This design comes from an exercise in tuning for small area, a short achievable clock period and few clock cycles per item on the open sky130 flow, not from production work.
Function was checked by simulation only, so behaviour that the tests miss may differ from the original.

Setup of v18:
// ex_top
module ex_top
#(
  parameter int unsigned K = 12
) (
  input  logic               clk,
  input  logic               rst_n,
  input  logic               issue_valid_i,
  output logic               issue_ready_o,
  input  ex_pkg::op_field_e          issue_op_i,
  input  logic [ex_pkg::RADDR_W-1:0] issue_rd_i,
  input  logic [ex_pkg::XLEN-1:0]    issue_a_i,
  input  logic [ex_pkg::XLEN-1:0]    issue_b_i,
  output logic               wb_valid_o,
  input  logic               wb_ready_i,
  output logic [ex_pkg::RADDR_W-1:0] wb_rd_o,
  output logic               wb_we_o,
  output logic [ex_pkg::XLEN-1:0]    wb_data_o,
  output logic               wb_illegal_o,
  output logic               ovf_o,
  output logic               mul_busy_o
);
==> flow/config.mk <==
export PLATFORM = sky130hd
export DESIGN_NAME = ex_top
export DESIGN_NICKNAME = ex_top
export VERILOG_FILES = /design/flow/design.v
export SDC_FILE = /design/flow/constraint.sdc
export NUM_CORES = 4
export LEC_CHECK = 0
export CAP_MARGIN = 0
export CORE_MARGIN = 2
export CORE_UTILIZATION = 40
export CTS_BUF_LIST = sky130_fd_sc_hd__clkbuf_8
export SLEW_MARGIN = 0
==> flow/constraint.sdc <==
create_clock -name core_clock -period 13.0 [get_ports {clk}]
set_input_delay 2.6000 -clock core_clock [delete_from_list [all_inputs] [get_ports {clk}]]
set_output_delay 2.6000 -clock core_clock [all_outputs]
set_load 0.01 [all_outputs]
standard.sh (not shown) runs the stock make flow with config.mk's settings and CLKGATE_MAP_FILE= SYNTH_SCRIPT=/design/flow/synth_recipe.tcl, a recipe that flattens the netlist after the stock synthesis.
==> flow/flow/run.sh <==
#!/bin/bash
# The standard layout (standard.sh, unchanged synthesis), with timing
# repair aimed below the clock period and plain buffers on the ports.
set -e
export SETUP_SLACK_MARGIN=8
export BUFFER_PORTS_ARGS="-buffer_cell sky130_fd_sc_hd__buf_1"
bash standard.sh > standard.log 2>&1
The final layout from v18, which completed every stage, passed the timing, design-rule and antenna checks at the end of the flow.
Testbench counts of v18, summed over its fixed seeds: cycles 27,123, items 16,000.
Modified inputs, v58 compared to v18
--- a/flow/flow/run.sh
+++ b/flow/flow/run.sh
@@ -5,3 +5,3 @@
 export SETUP_SLACK_MARGIN=8
-export BUFFER_PORTS_ARGS="-buffer_cell sky130_fd_sc_hd__buf_1"
+export BUFFER_PORTS_ARGS="-buffer_cell sky130_fd_sc_hd__buf_2"
 bash standard.sh > standard.log 2>&1
--- a/flow/config.mk
+++ b/flow/config.mk
@@ -7,3 +7,3 @@
 export LEC_CHECK = 0
-export CAP_MARGIN = 0
+export CAP_MARGIN = 20
 export CORE_MARGIN = 2
@@ -11,2 +11,2 @@
 export CTS_BUF_LIST = sky130_fd_sc_hd__clkbuf_8
-export SLEW_MARGIN = 0
+export SLEW_MARGIN = 20
Results
The higher filler cell count in the final layout came out of v58. v58 vs. v18: met2 capacity usage during global routing went up by 0.66 points. On net total in the final layout: v58 sits below v18. On sequential share of layout area, v58 tracks v18 almost exactly. Of the two candidates, v18 has the worse largest clock skew in the final design and v58 the better one. v58 vs v18: area growth from synthesis to final layout up. Per the comparison of v58 with v18, final-report hold violation count held; maximum clock rate went up 3.9 MHz; share of cell area taken by multi-input logic gates went down 0.54 points. When the final numbers for v18 and v58 were put side by side, the setup slack turned out to be greater in v58.
#### Input delta (v45 over v58)
--- a/flow/flow/run.sh
+++ b/flow/flow/run.sh
@@ -4,3 +4,3 @@
 set -e
-export SETUP_SLACK_MARGIN=8
+export SETUP_SLACK_MARGIN=9
 export BUFFER_PORTS_ARGS="-buffer_cell sky130_fd_sc_hd__buf_2"
### Flow results
- v45 ran to completion and came out clean on the timing, design-rule and antenna checks.
- v58: done, clean on timing, DRC and antenna
- v45 -> v58: multi-input combinational cell count delta 0, exact match
- Against v58, v45 reports a sequential share of layout area that is lower.
- Summary: with v58 as the reference, number of non-clock buffers in the layout in v45 moved up by more than half.
- v58 → v45: number of standard cells in the layout, taps in and fillers out went up by about 3.8%, critical path depth fell 1, setup slack now larger, maximum achievable frequency now sits at about the same level.
- Sort v58 and v45 by critical-path maximum fanout, ascending, and v45 comes first.

## port drivers added, routing unchanged
Ports are ideal in the flow. The routed layouts listed here were re-timed in OpenROAD.
Step 1 sets driving cells, clkbuf_16 on the clock port and buf_2 on the other inputs (assumed; they add their load-dependent delay and slew).
Step 2 also shifts input and output timing later by t, the mid clock arrival at the registers, as if the neighbouring blocks saw the same clock.
Three values: no drivers, after step 1, after step 2; two values: the first two.
| run | t (ns) | setup slack, ns | latest minus earliest clock arrival (ns) | worst slew at a driven data input, ns | cell pins on the clock port's net |
|---|---|---|---|---|---|
| v18 | 0.720 | 8.000 / 8.000 / 8.000 | 0.046 / 0.045 | 0.06 | 1 |
| v58 | 0.706 | 8.096 / 8.096 / 8.096 | 0.037 / 0.037 | 0.06 | 1 |
| v45 | 0.734 | 8.108 / 8.108 / 8.108 | 0.056 / 0.056 | 0.05 | 1 |
After both steps every run listed still meets setup and hold.
